What follows belongs to an exercise in optimizing a design on an open flow for a short achievable clock period and few clock cycles; a production flow would make more cautious choices. Only simulation tests tie the RTL to the original design; equivalence was not proved. Power and IR drop assume default switching activity.

<file path="flow/config.mk">
export PLATFORM = sky130hd
export DESIGN_NAME = mem_cache_top
export DESIGN_NICKNAME = mem_cache_top
export VERILOG_FILES = /design/flow/design.v
export SDC_FILE = /design/flow/constraint.sdc
export NUM_CORES = 4
export LEC_CHECK = 0
export CAP_MARGIN = 20
export CORE_MARGIN = 2
export CORE_UTILIZATION = 50
export SETUP_SLACK_MARGIN = 2.5
export SLEW_MARGIN = 20
export TNS_END_PERCENT = 5
</file>
<file path="flow/constraint.sdc">
create_clock -name core_clock -period 6.0 [get_ports {ui_clk}]
set_input_delay 1.2000 -clock core_clock [delete_from_list [all_inputs] [get_ports {ui_clk}]]
set_output_delay 1.2000 -clock core_clock [all_outputs]
set_load 0.01 [all_outputs]
</file>
<file path="flow/design.v">
`timescale 1ns/1ps
`default_nettype none
package mem_cache_pkg;
    localparam int LINE_BYTES = 16;                
    localparam int APP_ADDR_W = 28;                
    localparam int LINE_W     = LINE_BYTES * 8;    
    typedef logic [LINE_W-1:0]     line_data_t;    
    typedef logic [APP_ADDR_W-1:0] line_addr_t;    
    typedef struct packed {
        logic [31:0] addr;     
        logic        lo;       
        logic        hi;       
        logic        we;       
        logic [15:0] wdata;    
    } host_req_t;
    typedef enum logic [2:0] {
        APP_CMD_WRITE = 3'd0,
        APP_CMD_READ  = 3'd1
    } app_cmd_e;
    typedef enum logic [3:0] {
        ST_START,          
        ST_IDLE,           
        ST_LOOKUP,         
        ST_EVICT_CHECK,    
        ST_WRITEBACK,      
        ST_FILL,           
        ST_RETURN          
    } cache_state_e;
    typedef struct packed {
        line_addr_t addr;
        app_cmd_e   cmd;
        logic       en;           
        line_data_t wdf_data;
        logic       wdf_wren;     
    } app_port_t;
    function automatic line_addr_t line_of(input logic [31:0] byte_addr);
        line_of = {byte_addr[28:4], 3'b000};
    endfunction
endpackage
`default_nettype wire
`timescale 1ns/1ps
`default_nettype none
module mem_cache_top (
    input  wire               ui_clk,
    input  wire               rst_n,
    input  wire               init_calib_complete,
    input  wire               cs,
    input  wire  [31:0]       host_addr,
    input  wire               host_lo,
    input  wire               host_hi,
    input  wire               host_we,
    input  wire  [15:0]       host_wdata,
    output logic [15:0]       rdata,
    output logic              busy,
    output logic              ready,
    output logic [27:0]       app_addr,
    output logic [2:0]        app_cmd,
    output logic              app_en,
    output logic [127:0]      app_wdf_data,
    output logic              app_wdf_wren,
    input  wire               app_rdy,
    input  wire               app_wdf_rdy,
    input  wire  [127:0]      app_rd_data,
    input  wire               app_rd_data_valid
);
    localparam int NB   = 16;    
    localparam int NBW  = 4;
    localparam int SQW  = 6;     
    localparam int AQ_D = 16;    
    localparam int AQ_W = 4;
    localparam int CQ_D = 8;     
    localparam int CQ_W = 3;
    localparam int PW_D = 4;     
    localparam int PW_W = 2;
    logic        calib_q;
    logic        busy_q;
    logic [1:0]  hq_cnt;
    logic [24:0] hq_L   [2];     
    logic [24:0] hq_Lh  [2];     
    logic [24:0] hq_Lm  [2];     
    logic        hq_x   [2];     
    logic [3:0]  hq_off [2];
    logic [15:0] hq_ol  [2];     
    logic [15:0] hq_oh  [2];     
    logic        hq_lo  [2];
    logic        hq_hi  [2];
    logic        hq_we  [2];
    logic [15:0] hq_wd  [2];
    logic        acc;
    logic        fe_pop;
    logic [1:0]  hq_cnt_nx;
    logic [24:0] in_L, in_Lh, in_Lm;
    logic        in_x;
    logic [15:0] in_ol;
    logic        hd_keep, hd_from1, hd_fromin, s1_load;
    assign acc       = cs && !busy_q;
    assign hq_cnt_nx = hq_cnt + {1'b0, acc} - {1'b0, fe_pop};
    assign in_L  = host_addr[28:4];
    assign in_x  = &host_addr[3:0];
    assign in_Lh = in_L + {24'd0, in_x};
    assign in_Lm = in_L - 25'd1;
    assign in_ol = 16'd1 << host_addr[3:0];
    assign hd_keep   = (hq_cnt != 2'd0) && !fe_pop;
    assign hd_from1  = (hq_cnt == 2'd2) && fe_pop;
    assign hd_fromin = acc && ((hq_cnt == 2'd0) || (hq_cnt == 2'd1 && fe_pop));
    assign s1_load   = acc && (hq_cnt == 2'd1) && !fe_pop;
    always_ff @(posedge ui_clk) begin
        if (!rst_n) begin
            calib_q <= 1'b0;
            busy_q  <= 1'b1;
            hq_cnt  <= '0;
        end else begin
            if (init_calib_complete) calib_q <= 1'b1;
            busy_q <= !(calib_q || init_calib_complete) || (hq_cnt_nx == 2'd2);
            hq_cnt <= hq_cnt_nx;
        end
    end
    always_ff @(posedge ui_clk) begin
        if (hd_from1) begin
            hq_L[0]   <= hq_L[1];
            hq_Lh[0]  <= hq_Lh[1];
            hq_Lm[0]  <= hq_Lm[1];
            hq_x[0]   <= hq_x[1];
            hq_off[0] <= hq_off[1];
            hq_ol[0]  <= hq_ol[1];
            hq_oh[0]  <= hq_oh[1];
            hq_lo[0]  <= hq_lo[1];
            hq_hi[0]  <= hq_hi[1];
            hq_we[0]  <= hq_we[1];
            hq_wd[0]  <= hq_wd[1];
        end else if (hd_fromin) begin
            hq_L[0]   <= in_L;
            hq_Lh[0]  <= in_Lh;
            hq_Lm[0]  <= in_Lm;
            hq_x[0]   <= in_x;
            hq_off[0] <= host_addr[3:0];
            hq_ol[0]  <= in_ol;
            hq_oh[0]  <= {in_ol[14:0], in_ol[15]};
            hq_lo[0]  <= host_lo;
            hq_hi[0]  <= host_hi;
            hq_we[0]  <= host_we;
            hq_wd[0]  <= host_wdata;
        end
        if (s1_load) begin
            hq_L[1]   <= in_L;
            hq_Lh[1]  <= in_Lh;
            hq_Lm[1]  <= in_Lm;
            hq_x[1]   <= in_x;
            hq_off[1] <= host_addr[3:0];
            hq_ol[1]  <= in_ol;
            hq_oh[1]  <= {in_ol[14:0], in_ol[15]};
            hq_lo[1]  <= host_lo;
            hq_hi[1]  <= host_hi;
            hq_we[1]  <= host_we;
            hq_wd[1]  <= host_wdata;
        end
    end
    logic [3:0]     vld;
    logic [3:0]     dty;
    logic [24:0]    tag   [4];
    logic [24:0]    tagm1 [4];    
    logic [NBW-1:0] bidx  [4];    
    logic [127:0]   ovl_d [4];    
    logic [15:0]    ovl_m [4];
    logic [127:0]   eov_d [4];    
    logic [15:0]    eov_m [4];
    logic           pv_lo, pv_hi;
    logic [3:0]     ps_lo, ps_hi;
    logic [15:0]    po_lo, po_hi;
    logic [15:0]    p_wd;
    logic [3:0]     ptr;          
    logic [SQW-1:0] rcnt;         
    logic [SQW-1:0] acnt;         
    logic [3:0]     mlo, mhi;     
    logic [NB-1:0]  r_oh;         
    logic [NB-1:0]  a_oh;         
    logic [3:0]  off_lo, off_hi;
    logic        lo_hit, hi_hit, lo_miss, hi_miss, miss;
    logic        m_is_lo, m_is_hi;
    logic [24:0] m_line;
    logic [24:0] m_line_m1;
    logic        need_wb;
    logic        lo_ok, hi_ok, fin;
    logic        lo_new, hi_new;
    logic [3:0]  lo_slot, hi_slot;    
    logic        lo_kn, hi_kn;
    logic [7:0]  lo_ob, hi_ob;
    logic [15:0] lo_mk, hi_mk;
    logic [127:0] lo_ln, hi_ln;
    logic [NBW-1:0] lo_buf, hi_buf, lo_bsel, hi_bsel;
    logic        p_vd, p_lo, p_hi;
    logic [24:0] p_tag;
    logic [NBW-1:0] p_bidx;
    logic [127:0] p_ovd;
    logic [15:0] p_ovm;
    logic        fe_go, fill;
    logic        aq_room, cq_room, pw_room, alloc_ok;
    assign off_lo = hq_off[0];
    always_comb begin
        for (int i = 0; i < 4; i++) begin
            eov_m[i] = ovl_m[i];
            eov_d[i] = ovl_d[i];
            for (int b = 0; b < 16; b++) begin
                if (pv_lo && ps_lo[i] && po_lo[b]) begin
                    eov_m[i][b]       = 1'b1;
                    eov_d[i][b*8 +: 8] = p_wd[7:0];
                end
                if (pv_hi && ps_hi[i] && po_hi[b]) begin
                    eov_m[i][b]       = 1'b1;
                    eov_d[i][b*8 +: 8] = p_wd[15:8];
                end
            end
        end
    end
    always_comb begin
        lo_mk  = '0;
        hi_mk  = '0;
        lo_ln  = '0;
        hi_ln  = '0;
        lo_bsel = '0;
        hi_bsel = '0;
        p_vd   = 1'b0;
        p_lo   = 1'b0;
        p_hi   = 1'b0;
        p_tag  = '0;
        p_bidx = '0;
        p_ovd  = '0;
        p_ovm  = '0;
        for (int i = 0; i < 4; i++) begin
            if (mlo[i]) begin
                lo_mk  = lo_mk  | eov_m[i];
                lo_ln  = lo_ln  | eov_d[i];
                lo_bsel = lo_bsel | bidx[i];
            end
            if (mhi[i]) begin
                hi_mk  = hi_mk  | eov_m[i];
                hi_ln  = hi_ln  | eov_d[i];
                hi_bsel = hi_bsel | bidx[i];
            end
            if (ptr[i]) begin
                p_vd   = p_vd | (vld[i] && dty[i]);
                p_lo   = p_lo | mlo[i];
                p_hi   = p_hi | mhi[i];
                p_tag  = p_tag  | tag[i];
                p_bidx = p_bidx | bidx[i];
                p_ovd  = p_ovd  | eov_d[i];
                p_ovm  = p_ovm  | eov_m[i];
            end
        end
        lo_ob = '0;
        hi_ob = '0;
        for (int b = 0; b < 16; b++) begin
            if (hq_ol[0][b]) lo_ob = lo_ob | lo_ln[b*8 +: 8];
            if (hq_oh[0][b]) hi_ob = hi_ob | hi_ln[b*8 +: 8];
        end
    end
    assign lo_hit  = |mlo;
    assign hi_hit  = |mhi;
    assign lo_miss = hq_lo[0] && !lo_hit;
    assign hi_miss = hq_hi[0] && !hi_hit;
    assign miss    = lo_miss || hi_miss;
    assign m_is_lo = lo_miss || !hq_x[0];
    assign m_is_hi = !lo_miss || !hq_x[0];
    assign m_line    = lo_miss ? hq_L[0] : hq_Lh[0];
    assign m_line_m1 = (!lo_miss && hq_x[0]) ? hq_L[0] : hq_Lm[0];
    assign need_wb = miss && p_vd;
    assign lo_ok = !hq_lo[0] || (lo_hit && !(miss && p_lo)) || (miss && m_is_lo);
    assign hi_ok = !hq_hi[0] || (hi_hit && !(miss && p_hi)) || (miss && m_is_hi);
    assign fin   = lo_ok && hi_ok;
    assign lo_new  = miss && lo_miss;
    assign hi_new  = miss && m_is_hi && hi_miss;
    assign lo_buf  = lo_new ? rcnt[NBW-1:0] : lo_bsel;
    assign hi_buf  = hi_new ? rcnt[NBW-1:0] : hi_bsel;
    assign lo_slot = lo_new ? ptr : mlo;
    assign hi_slot = hi_new ? ptr : mhi;
    assign lo_kn  = !lo_new && |(lo_mk & hq_ol[0]);
    assign hi_kn  = !hi_new && |(hi_mk & hq_oh[0]);
    assign fe_go  = (hq_cnt != 2'd0) && aq_room && cq_room && pw_room && (!miss || alloc_ok);
    assign fe_pop = fe_go && fin;
    assign fill   = fe_go && miss;
    always_ff @(posedge ui_clk) begin
        if (!rst_n) begin
            vld  <= '0;
            dty  <= '0;
            ptr  <= 4'b0001;
            rcnt <= '0;
        end else if (fe_go) begin
            if (miss) begin
                vld  <= vld | ptr;
                ptr  <= {ptr[2:0], ptr[3]};
                rcnt <= rcnt + 1'b1;
            end
            dty <= (dty & ~(miss ? ptr : 4'b0000))
                 | ((fin && hq_we[0] && hq_lo[0]) ? lo_slot : 4'b0000)
                 | ((fin && hq_we[0] && hq_hi[0]) ? hi_slot : 4'b0000);
        end
    end
    always_ff @(posedge ui_clk) begin
        for (int i = 0; i < 4; i++) begin
            if (fill && ptr[i]) begin
                tag[i]   <= m_line;
                tagm1[i] <= m_line_m1;
                bidx[i]  <= rcnt[NBW-1:0];
            end
            ovl_d[i] <= eov_d[i];
            ovl_m[i] <= (fill && ptr[i]) ? 16'd0 : eov_m[i];
        end
        ps_lo <= lo_slot;
        ps_hi <= hi_slot;
        po_lo <= hq_ol[0];
        po_hi <= hq_oh[0];
        p_wd  <= hq_wd[0];
    end
    always_ff @(posedge ui_clk) begin
        if (!rst_n) begin
            pv_lo <= 1'b0;
            pv_hi <= 1'b0;
        end else begin
            pv_lo <= fe_go && fin && hq_we[0] && hq_lo[0];
            pv_hi <= fe_go && fin && hq_we[0] && hq_hi[0];
        end
    end
    logic [3:0] t1_lo, t1_hi, tin_lo, tin_hi;
    logic       o1_lo, o1_hi, oin_lo, oin_hi;
    logic       e1_L_L, e1_L_Lh, e1_Lh_L, e1_Lh_Lh;
    logic       ein_L, ein_Lm, ein_Lh, ein_Lhm;
    always_comb begin
        for (int i = 0; i < 4; i++) begin
            t1_lo[i]  = vld[i] && (tag[i] == hq_L[1]);
            t1_hi[i]  = vld[i] && (tag[i] == hq_Lh[1]);
            tin_lo[i] = vld[i] && (tag[i] == in_L);
            tin_hi[i] = vld[i] && (in_x ? (tagm1[i] == in_L) : (tag[i] == in_L));
        end
    end
    assign e1_L_L   = (hq_L[1]  == hq_L[0]);
    assign e1_L_Lh  = (hq_L[1]  == hq_Lh[0]);
    assign e1_Lh_L  = (hq_Lh[1] == hq_L[0]);
    assign e1_Lh_Lh = (hq_Lh[1] == hq_Lh[0]);
    assign o1_lo    = lo_miss ? e1_L_L  : e1_L_Lh;
    assign o1_hi    = lo_miss ? e1_Lh_L : e1_Lh_Lh;
    assign ein_L   = (in_L == hq_L[0]);
    assign ein_Lm  = (in_L == hq_Lm[0]);
    assign ein_Lh  = (in_L == hq_Lh[0]);
    assign ein_Lhm = hq_x[0] ? ein_L : ein_Lm;      
    assign oin_lo  = lo_miss ? ein_L : ein_Lh;
    assign oin_hi  = lo_miss ? (in_x ? ein_Lm : ein_L) : (in_x ? ein_Lhm : ein_Lh);
    always_ff @(posedge ui_clk) begin
        for (int i = 0; i < 4; i++) begin
            if (hd_keep) begin
                if (fill && ptr[i]) begin
                    mlo[i] <= m_is_lo;
                    mhi[i] <= m_is_hi;
                end
            end else if (hd_from1) begin
                if (fill && ptr[i]) begin
                    mlo[i] <= o1_lo;
                    mhi[i] <= o1_hi;
                end else begin
                    mlo[i] <= t1_lo[i];
                    mhi[i] <= t1_hi[i];
                end
            end else begin
                if (fill && ptr[i]) begin
                    mlo[i] <= oin_lo;
                    mhi[i] <= oin_hi;
                end else begin
                    mlo[i] <= tin_lo[i];
                    mhi[i] <= tin_hi[i];
                end
            end
        end
    end
    logic [PW_D-1:0] pw_v;
    logic [24:0]     pw_a [PW_D];
    logic [PW_W-1:0] pw_wp;
    logic [PW_W:0]   pw_cnt;
    logic [4:0]      wb_cnt;        
    logic [4:0]      beat_cnt;      
    logic            raw_lo, raw_hi, raw_hit;
    logic            beat_take;
    assign pw_room = (pw_cnt != PW_D[PW_W:0]);
    always_comb begin
        raw_lo = 1'b0;
        raw_hi = 1'b0;
        for (int j = 0; j < PW_D; j++) begin
            if (pw_v[j] && pw_a[j] == hq_L[0])  raw_lo = 1'b1;
            if (pw_v[j] && pw_a[j] == hq_Lh[0]) raw_hi = 1'b1;
        end
    end
    assign raw_hit = lo_miss ? raw_lo : raw_hi;
    always_ff @(posedge ui_clk) begin
        if (!rst_n) begin
            pw_v     <= '0;
            pw_wp    <= '0;
            pw_cnt   <= '0;
            wb_cnt   <= '0;
            beat_cnt <= '0;
        end else begin
            if (fe_go && need_wb) begin
                pw_v[pw_wp] <= 1'b1;
                pw_wp       <= pw_wp + 1'b1;
                wb_cnt      <= wb_cnt + 5'd1;
            end
            if (beat_take) begin
                pw_v[beat_cnt[PW_W-1:0]] <= 1'b0;
                beat_cnt <= beat_cnt + 5'd1;
            end
            pw_cnt <= pw_cnt + {{PW_W{1'b0}}, (fe_go && need_wb)} - {{PW_W{1'b0}}, beat_take};
        end
    end
    always_ff @(posedge ui_clk) begin
        if (fe_go && need_wb) pw_a[pw_wp] <= p_tag;
    end
    logic [CQ_D-1:0] cq_v;
    logic [CQ_D-1:0] cq_rd;
    logic [CQ_D-1:0] cq_wt;
    logic [4:0]      cq_tg [CQ_D];
    logic [24:0]     cq_ln [CQ_D];
    logic [CQ_D-1:0] cq_p1, cq_p2;     
    logic            cq_pop;
    logic            cq_ok;
    logic            hw_q, hw1_q;      
    logic [4:0]      bc_nx;
    logic [4:0]      ow0, ow1, owp;
    logic            hw0, hw10, hw1, hw11, hwp, hw1p;
    assign cq_room   = !cq_v[CQ_D-2];
    assign bc_nx = beat_cnt + {4'd0, beat_take};
    assign ow0   = cq_tg[0] - bc_nx;
    assign ow1   = cq_tg[1] - bc_nx;
    assign owp   = wb_cnt - bc_nx;
    assign hw0   = cq_rd[0] && cq_wt[0] && !ow0[4] && ow0 != 5'd0;
    assign hw10  = cq_rd[0] && cq_wt[0] && ow0 == 5'd1;
    assign hw1   = cq_rd[1] && cq_wt[1] && !ow1[4] && ow1 != 5'd0;
    assign hw11  = cq_rd[1] && cq_wt[1] && ow1 == 5'd1;
    assign hwp   = !need_wb && raw_hit && !owp[4] && owp != 5'd0;
    assign hw1p  = !need_wb && raw_hit && owp == 5'd1;
    always_ff @(posedge ui_clk) begin
        if (!rst_n) begin
            hw_q  <= 1'b0;
            hw1_q <= 1'b0;
        end else if (cq_pop ? cq_v[1] : cq_v[0]) begin
            hw_q  <= cq_pop ? hw1  : hw0;
            hw1_q <= cq_pop ? hw11 : hw10;
        end else begin
            hw_q  <= fill && hwp;
            hw1_q <= fill && hw1p;
        end
    end
    always_comb begin
        cq_ok = cq_v[0] && !(hw_q && !(hw1_q && beat_take));
    end
    assign cq_pop = cq_ok && (!app_en || app_rdy);
    always_comb begin
        for (int k = 0; k < CQ_D; k++) begin
            if (cq_pop) cq_p1[k] = cq_v[k] && (k == CQ_D - 1 || !cq_v[(k + 1) % CQ_D]);
            else        cq_p1[k] = (k == 0 || cq_v[(k + CQ_D - 1) % CQ_D]) && !cq_v[k];
        end
        cq_p2 = {cq_p1[CQ_D-2:0], 1'b0};
    end
    always_ff @(posedge ui_clk) begin
        if (!rst_n) begin
            cq_v <= '0;
        end else begin
            cq_v <= (cq_pop ? {1'b0, cq_v[CQ_D-1:1]} : cq_v)
                  | (fill ? cq_p1 : '0)
                  | ((fill && need_wb) ? cq_p2 : '0);
        end
    end
    always_ff @(posedge ui_clk) begin
        for (int k = 0; k < CQ_D - 1; k++) begin
            if (cq_pop) begin
                cq_rd[k] <= cq_rd[k+1];
                cq_wt[k] <= cq_wt[k+1];
                cq_tg[k] <= cq_tg[k+1];
                cq_ln[k] <= cq_ln[k+1];
            end
        end
        for (int k = 0; k < CQ_D; k++) begin
            if (fill && cq_p1[k]) begin
                cq_rd[k] <= !need_wb;
                cq_wt[k] <= !need_wb && raw_hit;
                cq_tg[k] <= wb_cnt;
                cq_ln[k] <= need_wb ? p_tag : m_line;
            end
            if (fill && need_wb && cq_p2[k]) begin
                cq_rd[k] <= 1'b1;
                cq_wt[k] <= raw_hit;
                cq_tg[k] <= wb_cnt;
                cq_ln[k] <= m_line;
            end
        end
    end
    logic        en_q;
    logic        rd_q;
    logic [24:0] ln_q;
    always_ff @(posedge ui_clk) begin
        if (!rst_n) begin
            en_q <= 1'b0;
        end else if (!en_q || app_rdy) begin
            en_q <= cq_ok;
        end
    end
    always_ff @(posedge ui_clk) begin
        if (cq_pop) begin
            rd_q <= cq_rd[0];
            ln_q <= cq_ln[0];
        end
    end
    assign app_en   = en_q;
    assign app_cmd  = {2'b00, rd_q};
    assign app_addr = {ln_q, 3'b000};
    logic [127:0]   raw [NB];
    logic [NB-1:0]  arrived;
    logic [NB-1:0]  arr_nx;       
    always_ff @(posedge ui_clk) begin
        if (!rst_n) begin
            acnt    <= '0;
            arrived <= '0;
            r_oh    <= {{(NB-1){1'b0}}, 1'b1};
            a_oh    <= {{(NB-1){1'b0}}, 1'b1};
        end else begin
            arrived <= (arrived & ~(fill ? r_oh : '0))
                     | (app_rd_data_valid ? a_oh : '0);
            if (fill) r_oh <= {r_oh[NB-2:0], r_oh[NB-1]};
            if (app_rd_data_valid) begin
                a_oh <= {a_oh[NB-2:0], a_oh[NB-1]};
                acnt <= acnt + 1'b1;
            end
        end
    end
    assign arr_nx = arrived | (app_rd_data_valid ? a_oh : '0);
    always_ff @(posedge ui_clk) begin
        for (int b = 0; b < NB; b++) begin
            if (app_rd_data_valid && a_oh[b]) raw[b] <= app_rd_data;
        end
    end
    logic [PW_D-1:0] wq_v;
    logic [NBW-1:0]  wq_buf [PW_D];
    logic [NB-1:0]   wq_boh;           
    logic [127:0]    wq_od  [PW_D];
    logic [15:0]     wq_om  [PW_D];
    logic [SQW-1:0]  wq_tg  [PW_D];
    logic [PW_D-1:0] wq_p;
    logic            wq_push;
    logic            wq_pop;
    logic            wq_arr;           
    logic            arr0, arr1;
    logic            wdf_q;
    logic [127:0]    wdf_d_q;
    logic [127:0]    wq_raw;
    logic [127:0]    wb_src;
    logic            wb_byp;
    assign wq_push = fe_go && need_wb;
    assign wq_boh  = {{(NB-1){1'b0}}, 1'b1} << wq_buf[0];
    assign arr0    = |(arr_nx & ({{(NB-1){1'b0}}, 1'b1} << wq_buf[0]));
    assign arr1    = |(arr_nx & ({{(NB-1){1'b0}}, 1'b1} << wq_buf[1]));
    assign wb_byp  = app_rd_data_valid && |(a_oh & wq_boh);
    assign wq_pop  = wq_v[0] && (wq_arr || wb_byp) && (!wdf_q || app_wdf_rdy);
    assign beat_take = wdf_q && app_wdf_rdy;
    always_comb begin
        wq_raw = '0;
        for (int b = 0; b < NB; b++) begin
            if (wq_boh[b]) wq_raw = wq_raw | raw[b];
        end
        wb_src = wq_arr ? wq_raw : app_rd_data;
        for (int k = 0; k < PW_D; k++) begin
            if (wq_pop) wq_p[k] = wq_v[k] && (k == PW_D - 1 || !wq_v[(k + 1) % PW_D]);
            else        wq_p[k] = (k == 0 || wq_v[(k + PW_D - 1) % PW_D]) && !wq_v[k];
        end
    end
    always_ff @(posedge ui_clk) begin
        if (!rst_n) begin
            wq_v   <= '0;
            wdf_q  <= 1'b0;
            wq_arr <= 1'b0;
        end else begin
            wq_arr <= wq_pop ? (wq_v[1] && arr1) : (wq_v[0] && arr0);
            wq_v <= (wq_pop ? {1'b0, wq_v[PW_D-1:1]} : wq_v) | (wq_push ? wq_p : '0);
            if (wq_pop)           wdf_q <= 1'b1;
            else if (app_wdf_rdy) wdf_q <= 1'b0;
        end
    end
    always_ff @(posedge ui_clk) begin
        for (int k = 0; k < PW_D - 1; k++) begin
            if (wq_pop) begin
                wq_buf[k] <= wq_buf[k+1];
                wq_od[k]  <= wq_od[k+1];
                wq_om[k]  <= wq_om[k+1];
                wq_tg[k]  <= wq_tg[k+1];
            end
        end
        for (int k = 0; k < PW_D; k++) begin
            if (wq_push && wq_p[k]) begin
                wq_buf[k] <= p_bidx;
                wq_od[k]  <= p_ovd;
                wq_om[k]  <= p_ovm;
                wq_tg[k]  <= rcnt + 1'b1;
            end
        end
        if (wq_pop) begin
            for (int b = 0; b < 16; b++) begin
                wdf_d_q[b*8 +: 8] <= wq_om[0][b] ? wq_od[0][b*8 +: 8] : wb_src[b*8 +: 8];
            end
        end
    end
    assign app_wdf_data = wdf_d_q;
    assign app_wdf_wren = wdf_q;
    logic [AQ_D-1:0] aq_v;
    logic [AQ_D-1:0] aq_lo, aq_hi, aq_lk, aq_hk;
    logic [7:0]      aq_lb  [AQ_D];
    logic [7:0]      aq_hb  [AQ_D];
    logic [NBW-1:0]  aq_lbf [AQ_D];
    logic [NBW-1:0]  aq_hbf [AQ_D];
    logic [NB-1:0]   h_lboh, h_hboh;   
    logic [15:0]     h_loh, h_hoh;     
    logic [3:0]      aq_lof [AQ_D];
    logic [SQW-1:0]  aq_tg  [AQ_D];
    logic [AQ_D-1:0] aq_p;
    logic            aq_pop;
    logic            aq_push;
    logic            h_rdy;            
    logic            rd0, rd1;
    logic [7:0]      h_lraw, h_hraw;
    logic [7:0]      h_lb, h_hb;
    logic            ready_q;
    logic [15:0]     rdata_q;
    assign aq_push = fe_go && fin;
    assign aq_room = !aq_v[AQ_D-1];
    assign h_lboh = {{(NB-1){1'b0}}, 1'b1} << aq_lbf[0];
    assign h_hboh = {{(NB-1){1'b0}}, 1'b1} << aq_hbf[0];
    assign h_loh  = 16'd1 << aq_lof[0];
    assign h_hoh  = {h_loh[14:0], h_loh[15]};
    assign rd0 = (!aq_lo[0] || aq_lk[0] || |(arr_nx & h_lboh))
              && (!aq_hi[0] || aq_hk[0] || |(arr_nx & h_hboh));
    assign rd1 = (!aq_lo[1] || aq_lk[1] || |(arr_nx & ({{(NB-1){1'b0}}, 1'b1} << aq_lbf[1])))
              && (!aq_hi[1] || aq_hk[1] || |(arr_nx & ({{(NB-1){1'b0}}, 1'b1} << aq_hbf[1])));
    assign aq_pop = aq_v[0] && h_rdy;
    always_comb begin
        for (int k = 0; k < AQ_D; k++) begin
            if (aq_pop) aq_p[k] = aq_v[k] && (k == AQ_D - 1 || !aq_v[(k + 1) % AQ_D]);
            else        aq_p[k] = (k == 0 || aq_v[(k + AQ_D - 1) % AQ_D]) && !aq_v[k];
        end
    end
    always_ff @(posedge ui_clk) begin
        for (int k = 0; k < AQ_D - 1; k++) begin
            if (aq_pop) begin
                aq_lo[k]  <= aq_lo[k+1];
                aq_hi[k]  <= aq_hi[k+1];
                aq_lk[k]  <= aq_lk[k+1];
                aq_hk[k]  <= aq_hk[k+1];
                aq_lb[k]  <= aq_lb[k+1];
                aq_hb[k]  <= aq_hb[k+1];
                aq_lbf[k] <= aq_lbf[k+1];
                aq_hbf[k] <= aq_hbf[k+1];
                aq_lof[k] <= aq_lof[k+1];
                aq_tg[k]  <= aq_tg[k+1];
            end
        end
        for (int k = 0; k < AQ_D; k++) begin
            if (aq_push && aq_p[k]) begin
                aq_lo[k]  <= hq_lo[0];
                aq_hi[k]  <= hq_hi[0];
                aq_lk[k]  <= lo_kn;
                aq_hk[k]  <= hi_kn;
                aq_lb[k]  <= lo_ob;
                aq_hb[k]  <= hi_ob;
                aq_lbf[k] <= lo_buf;
                aq_hbf[k] <= hi_buf;
                aq_lof[k] <= off_lo;
                aq_tg[k]  <= rcnt + {{(SQW-1){1'b0}}, miss};
            end
        end
    end
    always_comb begin
        h_lraw = '0;
        h_hraw = '0;
        for (int b = 0; b < NB; b++) begin
            for (int y = 0; y < 16; y++) begin
                if (h_lboh[b] && h_loh[y]) h_lraw = h_lraw | raw[b][y*8 +: 8];
                if (h_hboh[b] && h_hoh[y]) h_hraw = h_hraw | raw[b][y*8 +: 8];
            end
        end
    end
    assign h_lb = aq_lk[0] ? aq_lb[0] : h_lraw;
    assign h_hb = aq_hk[0] ? aq_hb[0] : h_hraw;
    always_ff @(posedge ui_clk) begin
        if (!rst_n) begin
            aq_v    <= '0;
            ready_q <= 1'b0;
            h_rdy   <= 1'b0;
        end else begin
            h_rdy   <= aq_pop ? (aq_v[1] && rd1) : (aq_v[0] && rd0);
            aq_v    <= (aq_pop ? {1'b0, aq_v[AQ_D-1:1]} : aq_v) | (aq_push ? aq_p : '0);
            ready_q <= aq_pop;
        end
    end
    always_ff @(posedge ui_clk) begin
        if (aq_pop) begin
            rdata_q <= {aq_hi[0] ? h_hb : 8'h00, aq_lo[0] ? h_lb : 8'h00};
        end
    end
    assign rdata = rdata_q;
    assign ready = ready_q;
    assign busy  = busy_q;
    localparam logic [SQW-1:0] LAG_MAX = NB - 6;
    localparam logic [SQW-1:0] NB_S    = NB;
    logic [SQW-1:0] rc1;
    logic           ok0, ok1;
    logic           alloc_ok_q;
    function automatic logic lag_ok(input logic [SQW-1:0] rc);
        lag_ok = ((rc - acnt) < NB_S)
              && (!aq_v[0] || (rc - aq_tg[0]) <= LAG_MAX)
              && (!wq_v[0] || (rc - wq_tg[0]) <= LAG_MAX);
    endfunction
    assign rc1 = rcnt + 1'b1;
    assign ok0 = lag_ok(rcnt);
    assign ok1 = lag_ok(rc1);
    always_ff @(posedge ui_clk) begin
        if (!rst_n) alloc_ok_q <= 1'b1;
        else        alloc_ok_q <= fill ? ok1 : ok0;
    end
    assign alloc_ok = alloc_ok_q;
endmodule
`default_nettype wire
</file>
<file path="flow/flow/run.sh">
#!/bin/bash
# Layout flow: the standard flow (standard.sh), with the standard
# synthesis unchanged. The one difference: the port buffers that global
# placement inserts use sky130_fd_sc_hd__buf_4 instead of the default pick
# (a clkdlybuf4s50_1 delay cell), so they do not slow the paths to and from
# the ports. Each step's full output goes to its own log here.
set -euo pipefail
bash standard.sh synth > synth.log 2>&1
bash standard.sh "BUFFER_PORTS_ARGS=-buffer_cell sky130_fd_sc_hd__buf_4" finish > layout.log 2>&1
</file>
<file path="flow/standard.sh">
#!/bin/bash
# synth_recipe.tcl (not shown) runs the flow's synth.tcl, then flattens the netlist and writes it again
# the make line also repeats each setting of config.mk as NAME=value (left out here)
make -C /OpenROAD-flow-scripts/flow DESIGN_CONFIG=/design/flow/config.mk WORK_HOME=/design/flow/orfs CLKGATE_MAP_FILE= SYNTH_SCRIPT=/design/flow/synth_recipe.tcl "${@:-finish}"
</file>
==> impl_metrics.yaml <==
cts:
  clockBufferDepth: 4
  htreeDepth: 6
  clock-sinks: 5001
  clock_tree.root_cell: "clkbuf_16"
  cts_buffers: 547
die:
  initial_core_util_pct: 50.2
  rows: 255
  die_y_um: 699
  die_w_um: 699
  ioPinCount: 365
synth:
  synthFlopType: "edfxtp_1"
  synth-async-reset-ratio_pct: 0
  synth_cell_types: 98
  avgSynthCellArea_um2: 11.8
  synthCells: 20500
  synth_edf_count: 4245
  yosysSeqAreaShare_pct: 59.0
  synth_area_um2: 242000
  ys_seq_elements: 5001
  yosysWarningCount: 32
outcome:
  stop_error: "[ERROR GRT-0116] Global routing finished with congestion. Check the congestion regions in the DRC Viewer."
  status: "did not finish"
  lastStage: "global routing"
placed_design:
  place_congestion: 1.42
  io_buffer_count: 356
  hpwl_um: 1300000
  pre_cts_ws_ns: 0.562
global_routing:
  grt_max_degree: 116
  grtUsageTotal_pct: 78.4
  grt_pass1_wl_um: 2550000
  grt_pass1_vias: 250000
  grt-ovfl-total: 939
-- routing by layer --
layer | overflow | GRT usage [%]
met5 | 13 | 55.7
met2 | 390 | 88.3
met1 | 134 | 82.4
met3 | 185 | 68.7
met4 | 217 | 67.9
-- repair_timing --
item	CTS
pin swaps	186
setup endpoints to repair	3730
setup buffers	483
hold buffers	0
cloned	45
gates resized for setup	885
-- cells in the mapped netlist (22+ instances only) --
master     count  area share [%]
a2111oi_0     53            0.19
a211oi_1     147            0.46
a21o_1        23           0.071
a21oi_1      614             1.3
a221oi_1     518             1.9
a222oi_1     160            0.66
a22o_1       554             2.0
a22oi_1     2225             6.9
a31oi_1      381            0.99
a32oi_1      369             1.3
and2_1       167            0.43
and3_1       209            0.54
and4_1       110            0.40
buf_1        261            0.41
buf_2        197            0.41
buf_6         35            0.16
clkbuf_1    1324             2.1
dfxtp_1      756             6.3
edfxtp_1    4245              53
ha_1          64            0.33
inv_1        156            0.24
mux2_2       525             2.4
mux2i_1      457             1.9
nand2_1     1586             2.5
nand2b_1      42            0.11
nand3_1      286            0.59
nand3_2       51            0.21
nand3b_1      65            0.20
nand4_1      411             1.1
nor2_1      1546             2.4
nor3_1       229            0.47
nor3b_1       58            0.18
nor4_1       279            0.72
o2111ai_1     22           0.080
o211ai_1      29           0.090
o21ai_0      667             1.4
o21ai_1       40           0.083
o221ai_1     143            0.52
o22ai_1      358            0.93
or4_1         31           0.096
xnor2_1      373             1.4
xor2_1       441             1.6
-- power groups by stage --
stage | Sequential, mW | Combinational, mW | Clock, mW
3_5_place_dp | 47.4 | 48.2 | 0
4_1_cts | 46.3 | 54.3 | 34.2
2_1_floorplan | 44.2 | 20.5 | 0
3_3_place_gp | 47.3 | 47.8 | 0
-- cells by family after synthesis --
group,count (synthesis),synth area share [%]
XOR/XNOR,814,2.95
other,1,0.00155
multiplexers,1000,4.48
buffers and inverters,2006,3.38
AND/OR/NAND/NOR,5226,10.5
AO/OA/AOI/OAI,6420,19.3
adder cells (fa/ha/maj),72,0.397
flip-flops,5001,59.0
-- stage by stage --
| stage | instances | power [mW] | cell area (um^2) | utilization (%) |
|---|---|---|---|---|
| floorplan | 20500 | 64.6 | 242000 | - |
| global placement | 27100 | 95.1 | 261000 | 54.2 |
| detailed placement | 27100 | 95.6 | 262000 | 54.3 |
| CTS | 28600 | 135 | 290000 | 60.1 |
-- worst min-delay path by stage --
stage,from,to,depth (start not counted),slack (ns)
after floorplan,hq_wd[0][0]$_DFFE_PP_,p_wd[0]$_DFF_P_,0,0.32
after global placement,hq_wd[0][0]$_DFFE_PP_,p_wd[0]$_DFF_P_,0,0.33
after detailed placement,hq_wd[0][2]$_DFFE_PP_,p_wd[2]$_DFF_P_,0,0.33
after CTS,host_hi,hq_hi[1]$_DFFE_PP_,1,0.22
Testbench counts, summed over its fixed seeds: cycles 4,793.
